From an optimization exercise on the open Yosys and OpenROAD flow, aimed at small area; shortcuts taken in it are not production practice.
RTL that was checked went through simulation tests only; none was proved equivalent to the original.
Power is estimated from default activity; no workload was simulated.

Design sprite_compositor, start of the top module:
module sprite_compositor
#(
   parameter int          NUM_SPR = 8,
   parameter int          XW      = 10,
   parameter int          YW      = 9,
   parameter int          AW      = 14,
   parameter logic [11:0] KEY     = sprite_pkg::KEY_DEFAULT
) (
   input  logic                     clk,
   input  logic                     rst,
   input  logic                     frame_start,
   input  logic                     pix_req,
   input  logic [XW-1:0]            col_in,
   input  logic [YW-1:0]            row_in,
   input  logic [NUM_SPR-1:0]       spr_en,
   input  logic [NUM_SPR*XW-1:0]    spr_x,
   input  logic [NUM_SPR*YW-1:0]    spr_y,
   input  logic [NUM_SPR*XW-1:0]    spr_w,
   input  logic [NUM_SPR*YW-1:0]    spr_h,
   output logic [NUM_SPR*AW-1:0]    spr_addr,
   input  logic [NUM_SPR*12-1:0]    spr_data,
   input  logic [11:0]              bg_data,
   input  logic                     ovl_en,
   input  logic [11:0]              ovl_data,
   output logic [11:0]              pix_out,
   output logic                     pix_valid,
   output logic [$clog2(NUM_SPR):0] top_id,
   output logic [NUM_SPR-1:0]       coll_flags
);
For scale: roughly 480 flip-flops, ~590 I/O pins, ~40000 um2 of cells after synthesis.
Settings: LEC_CHECK=0, ABC_AREA=1, CAP_MARGIN=20, CORE_MARGIN=2, CORE_UTILIZATION=40, SLEW_MARGIN=20; clock period 7.5 ns.
run.sh (not shown) runs the stock make flow with config.mk's settings and CLKGATE_MAP_FILE= SYNTH_SCRIPT=/design/flow/synth_recipe.tcl, a recipe that flattens the netlist after the stock synthesis.
The starting point reached the layout checks and failed them: setup timing.
==> next run, changes <==
==> flow/flow/run.sh (new file) <==
#!/bin/bash
# Own layout flow: the standard flow with two changes.
#  - Synthesis skips the quick ABC pass that Yosys's synth command runs before
#    the flow's full-adder extraction (SYNTH_ARGS=-noabc), so the explicit
#    adder tree of the RTL reaches extract_fa as written. The final ABC
#    mapping and the register mapping are unchanged.
#  - Every port still gets a buffer, but a plain buf_1 instead of the delay
#    buffer that buffer_ports picks by default.
set -euo pipefail
cd "$(dirname "$0")/.."
bash standard.sh SYNTH_ARGS=-noabc synth > synth.log 2>&1
bash standard.sh "BUFFER_PORTS_ARGS=-buffer_cell sky130_fd_sc_hd__buf_1" finish > layout.log 2>&1
==> flow/standard.sh (new file) <==
#!/bin/bash
# synth_recipe.tcl (not shown) runs the flow's synth.tcl, then flattens the netlist and writes it again
# the make line also repeats each setting of config.mk as NAME=value (left out here)
make -C /OpenROAD-flow-scripts/flow DESIGN_CONFIG=/design/flow/config.mk WORK_HOME=/design/flow/orfs CLKGATE_MAP_FILE= SYNTH_SCRIPT=/design/flow/synth_recipe.tcl "${@:-finish}"
removed: flow/run.sh
Effect:
- The changed run completed and failed the layout checks on setup timing
- synthesized area is lower by 6.8%
- power falls by 4.0%
- sequential share of layout area came out higher by 3.4 points
- worst setup slack loses 0.21 ns


Another version of the RTL of sprite_compositor (not shown whole).
Size: ~3,600 cells after synthesis, ~480 flip-flops, roughly 35,000 um2 of cells after synthesis.
==> flow/design.v (excerpt) <==
module sprite_compositor
#(
   parameter int          NUM_SPR = 8,
   parameter int          XW      = 10,
   parameter int          YW      = 9,
   parameter int          AW      = 14,
   parameter logic [11:0] KEY     = sprite_pkg::KEY_DEFAULT
) (
   input  logic                     clk,
   input  logic                     rst,
   input  logic                     frame_start,
   input  logic                     pix_req,
   input  logic [XW-1:0]            col_in,
   input  logic [YW-1:0]            row_in,
   input  logic [NUM_SPR-1:0]       spr_en,
   input  logic [NUM_SPR*XW-1:0]    spr_x,
   input  logic [NUM_SPR*YW-1:0]    spr_y,
   input  logic [NUM_SPR*XW-1:0]    spr_w,
   input  logic [NUM_SPR*YW-1:0]    spr_h,
   output logic [NUM_SPR*AW-1:0]    spr_addr,
   input  logic [NUM_SPR*12-1:0]    spr_data,
   input  logic [11:0]              bg_data,
   input  logic                     ovl_en,
   input  logic [11:0]              ovl_data,
   output logic [11:0]              pix_out,
   output logic                     pix_valid,
   output logic [$clog2(NUM_SPR):0] top_id,
   output logic [NUM_SPR-1:0]       coll_flags
);
Settings: LEC_CHECK=0, ABC_AREA=1, CAP_MARGIN=20, CORE_MARGIN=2, CORE_UTILIZATION=40, GPL_TIMING_DRIVEN=0, SLEW_MARGIN=20; clock period 7.5 ns.
standard.sh (not shown) runs the stock make flow with config.mk's settings and CLKGATE_MAP_FILE= SYNTH_SCRIPT=/design/flow/synth_recipe.tcl, a recipe that flattens the netlist after the stock synthesis.
==> flow/flow/run.sh <==
#!/bin/bash
# Own layout flow: the standard flow (standard.sh) with two changes.
#  - Synthesis reads a copy of the design in which the RTL's full and half
#    adder modules (sprite_fa, sprite_ha) are the library's fa_1 / ha_1 cells,
#    and the flow's own full-adder extraction is off (ADDER_MAP_FILE empty),
#    so the adder tree is built as the RTL lays it out. Everything else,
#    registers included, is the standard synthesis.
#  - Every port still gets a buffer, but a plain buf_1 instead of the delay
#    buffer that buffer_ports picks by default.
# Each step's full output goes to a log file in the work folder.
set -euo pipefail
WORK=$(pwd)
python3 flow/mapcells.py design.v "$WORK/design_cells.v" > mapcells.log 2>&1
COMMON=("VERILOG_FILES=$WORK/design_cells.v" "ADDER_MAP_FILE=")
bash standard.sh "${COMMON[@]}" synth > synth.log 2>&1
bash standard.sh "${COMMON[@]}" "BUFFER_PORTS_ARGS=-buffer_cell sky130_fd_sc_hd__buf_1" finish > layout.log 2>&1
==> flow/flow/mapcells.py <==
# Writes a copy of the design in which the sprite_fa and sprite_ha modules
# instantiate the library full and half adder cells.
import re, sys
src = open(sys.argv[1]).read()
fa = """module sprite_fa (a, b, ci, s, co);
   input a, b, ci;
   output s, co;
   sky130_fd_sc_hd__fa_1 u_cell (.A(a), .B(b), .CIN(ci), .SUM(s), .COUT(co));
endmodule
"""
ha = """module sprite_ha (a, b, s, co);
   input a, b;
   output s, co;
   sky130_fd_sc_hd__ha_1 u_cell (.A(a), .B(b), .SUM(s), .COUT(co));
endmodule
"""
n1 = len(re.findall(r'\bmodule\s+sprite_fa\b', src)); n2 = len(re.findall(r'\bmodule\s+sprite_ha\b', src))
src = re.sub(r'\bmodule\s+sprite_fa\b.*?\bendmodule\b', fa, src, flags=re.S)
src = re.sub(r'\bmodule\s+sprite_ha\b.*?\bendmodule\b', ha, src, flags=re.S)
sys.stderr.write(f"replaced {n1} fa, {n2} ha modules\n")
open(sys.argv[2], 'w').write(src)
The baseline finished with timing, DRC and antenna clean.
Rerun with:
- CTS_BUF_LIST: unset -> sky130_fd_sc_hd__clkbuf_4 sky130_fd_sc_hd__clkbuf_8
- utilization shrinks by 0.30 points
- die area is unchanged
- register-to-register slack barely changes
- sequential power hardly moves
- maximum frequency grows by 0.47%
- setup slack improved by 0.034 ns
- sequential share of layout area grows by 0.18 points
- non-clock buffer count shrinks by 11
- synthesized area stays the same


Another version of the RTL of sprite_compositor (not shown whole).
Size in the first run: roughly 2700 cells after synthesis, ~480 flip-flops, about 590 I/O pins, about 0.033 mm2 of cells after synthesis.
export LEC_CHECK = 0
export ABC_AREA = 1
export CAP_MARGIN = 20
export CORE_MARGIN = 2
export CORE_UTILIZATION = 50
export GPL_TIMING_DRIVEN = 0
export SLEW_MARGIN = 20
create_clock -name core_clock -period 7.5 [get_ports {clk}]
==> flow/flow/run.sh <==
#!/bin/bash
# Own layout flow: the standard flow (standard.sh) with these changes.
#  - Synthesis reads a copy of the design in which the RTL's full and half
#    adder and gate modules (sprite_fa, sprite_ha, sprite_a222oi, sprite_a22oi,
#    sprite_maj3) are the library cells of the same function,
#    and the flow's own full-adder extraction is off (ADDER_MAP_FILE empty),
#    so the adder tree is built as the RTL lays it out. Everything else,
#    registers included, is the standard synthesis.
#  - Every port still gets a buffer, but a plain buf_1 instead of the delay
#    buffer that buffer_ports picks by default.
#  - Clock tree synthesis clusters up to 25 sinks within 100 um under each
#    clkbuf_16 and inserts no dummy loads.
# Each step's full output goes to a log file in the work folder.
set -euo pipefail
WORK=$(pwd)
python3 flow/mapcells.py design.v "$WORK/design_cells.v" > mapcells.log 2>&1
COMMON=("VERILOG_FILES=$WORK/design_cells.v" "ADDER_MAP_FILE=")
bash standard.sh "${COMMON[@]}" synth > synth.log 2>&1
CTS="-sink_clustering_enable -repair_clock_nets -dont_use_dummy_load -buf_list sky130_fd_sc_hd__clkbuf_16 -sink_clustering_size 25 -sink_clustering_max_diameter 100"
bash standard.sh "${COMMON[@]}" "BUFFER_PORTS_ARGS=-buffer_cell sky130_fd_sc_hd__buf_1" "CTS_ARGS=$CTS" finish > layout.log 2>&1
==> flow/flow/mapcells.py <==
# Writes a copy of the design in which the RTL's adder and gate modules
# (sprite_fa, sprite_ha and the sprite_<gate> modules listed below) are the
# library cells of the same function.
import re, sys
src = open(sys.argv[1]).read()
fa = """module sprite_fa (a, b, ci, s, co);
   input a, b, ci;
   output s, co;
   sky130_fd_sc_hd__fa_1 u_cell (.A(a), .B(b), .CIN(ci), .SUM(s), .COUT(co));
endmodule
"""
ha = """module sprite_ha (a, b, s, co);
   input a, b;
   output s, co;
   sky130_fd_sc_hd__ha_1 u_cell (.A(a), .B(b), .SUM(s), .COUT(co));
endmodule
"""
aoi = {'sprite_a222oi': ('a222oi_1', ['a1','a2','b1','b2','c1','c2'], ['A1','A2','B1','B2','C1','C2']),
       'sprite_a22oi': ('a22oi_1', ['a1','a2','b1','b2'], ['A1','A2','B1','B2']),
       'sprite_maj3': ('maj3_1', ['a','b','c'], ['A','B','C']),
       'sprite_nor4': ('nor4_1', ['a','b','c','d'], ['A','B','C','D']),
       'sprite_nand3': ('nand3_1', ['a','b','c'], ['A','B','C']),
       'sprite_nand4bb': ('nand4bb_1', ['a_n','b_n','c','d'], ['A_N','B_N','C','D'])}
for mod, (cell, pins, cpins) in aoi.items():
    o = 'x' if cell.startswith('maj') else 'y'
    body = f"module {mod} ({', '.join(pins)}, {o});\n   input {', '.join(pins)};\n   output {o};\n   sky130_fd_sc_hd__{cell} u_cell (" + ', '.join(f'.{c}({p})' for c, p in zip(cpins, pins)) + f", .{'X' if cell.startswith('maj') else 'Y'}({'x' if cell.startswith('maj') else 'y'}));\nendmodule\n"
    src = re.sub(r'\bmodule\s+' + mod + r'\b.*?\bendmodule\b', body, src, flags=re.S)
n1 = len(re.findall(r'\bmodule\s+sprite_fa\b', src)); n2 = len(re.findall(r'\bmodule\s+sprite_ha\b', src))
src = re.sub(r'\bmodule\s+sprite_fa\b.*?\bendmodule\b', fa, src, flags=re.S)
src = re.sub(r'\bmodule\s+sprite_ha\b.*?\bendmodule\b', ha, src, flags=re.S)
sys.stderr.write(f"replaced {n1} fa, {n2} ha modules\n")
open(sys.argv[2], 'w').write(src)
The first run finished with timing, DRC and antenna clean.
Next try:
--- a/flow/flow/mapcells.py
+++ b/flow/flow/mapcells.py
@@ -1,3 +1,3 @@
 # Writes a copy of the design in which the RTL's adder and gate modules
-# (sprite_fa, sprite_ha and the sprite_<gate> modules listed below) are the
+# (sprite_fa, sprite_ha, sprite_a222oi, sprite_a22oi, sprite_maj3) are the
 # library cells of the same function.
@@ -19,6 +19,3 @@
        'sprite_a22oi': ('a22oi_1', ['a1','a2','b1','b2'], ['A1','A2','B1','B2']),
-       'sprite_maj3': ('maj3_1', ['a','b','c'], ['A','B','C']),
-       'sprite_nor4': ('nor4_1', ['a','b','c','d'], ['A','B','C','D']),
-       'sprite_nand3': ('nand3_1', ['a','b','c'], ['A','B','C']),
-       'sprite_nand4bb': ('nand4bb_1', ['a_n','b_n','c','d'], ['A_N','B_N','C','D'])}
+       'sprite_maj3': ('maj3_1', ['a','b','c'], ['A','B','C'])}
 for mod, (cell, pins, cpins) in aoi.items():
- CORE_UTILIZATION: 50 -> 40
After rerunning: The new run went through all stages and came out clean; flip-flop and latch count does not change; core utilization drops by 11 points; worst setup slack improved by 0.023 ns; synthesized area is unchanged; clock power hardly moves.
Function was not checked in any run of this note: the RTL went through the layout flow alone.

## port drivers added, routing unchanged
The flow's constraints put no driver on any port. The routed layouts listed below were extracted and timed again, unchanged, in two steps. Step 1 sets driving cells, clkbuf_16 on the clock port and buf_2 on the other inputs (assumed; they add their load-dependent delay and slew). Step 2 adds t to the input delays and takes it off the output delays; t is the mean of the earliest and latest rising clock arrival at the registers after step 1. Input paths then give back, and output paths get back, about the clock's delay inside the block. Three values: ideal, step 1, step 2; two values: the first two.
| run | shift t [ns] | setup slack, ns | hold slack, ns | worst register clock-pin slew, ns | worst slew at a driven data input, ns |
|---|---|---|---|---|---|
| the first run of note 1 | 0.716 | -0.709 / -0.744 / -1.459 | 0.404 / 0.404 / 0.404 | 0.07 / 0.07 | 0.16 |
| the second run of note 1 | 0.709 | -0.924 / -0.882 / -1.591 | 0.402 / 0.402 / 0.402 | 0.06 / 0.06 | 0.21 |
| the first run of note 2 | 0.718 | 0.163 / 0.187 / -0.508 | 0.403 / 0.403 / 0.403 | 0.07 / 0.07 | 0.15 |
| the second run of note 2 | 0.792 | 0.198 / 0.198 / -0.538 | 0.399 / 0.399 / 0.399 | 0.08 / 0.08 | 0.15 |
| the first run of note 3 | 0.669 | 0.127 / 0.127 / -0.433 | 0.408 / 0.408 / 0.408 | 0.10 / 0.10 | 0.13 |
| the second run of note 3 | 0.668 | 0.150 / 0.150 / -0.422 | 0.405 / 0.405 / 0.405 | 0.10 / 0.10 | 0.16 |
With both steps, setup timing fails in the first run of note 2, the second run of note 2, the first run of note 3 and the second run of note 3, where it was met with ideal ports. The setup slack of the first run of note 1, which loses most, moves by -0.035 ns with the drivers and by -0.750 ns with both steps.
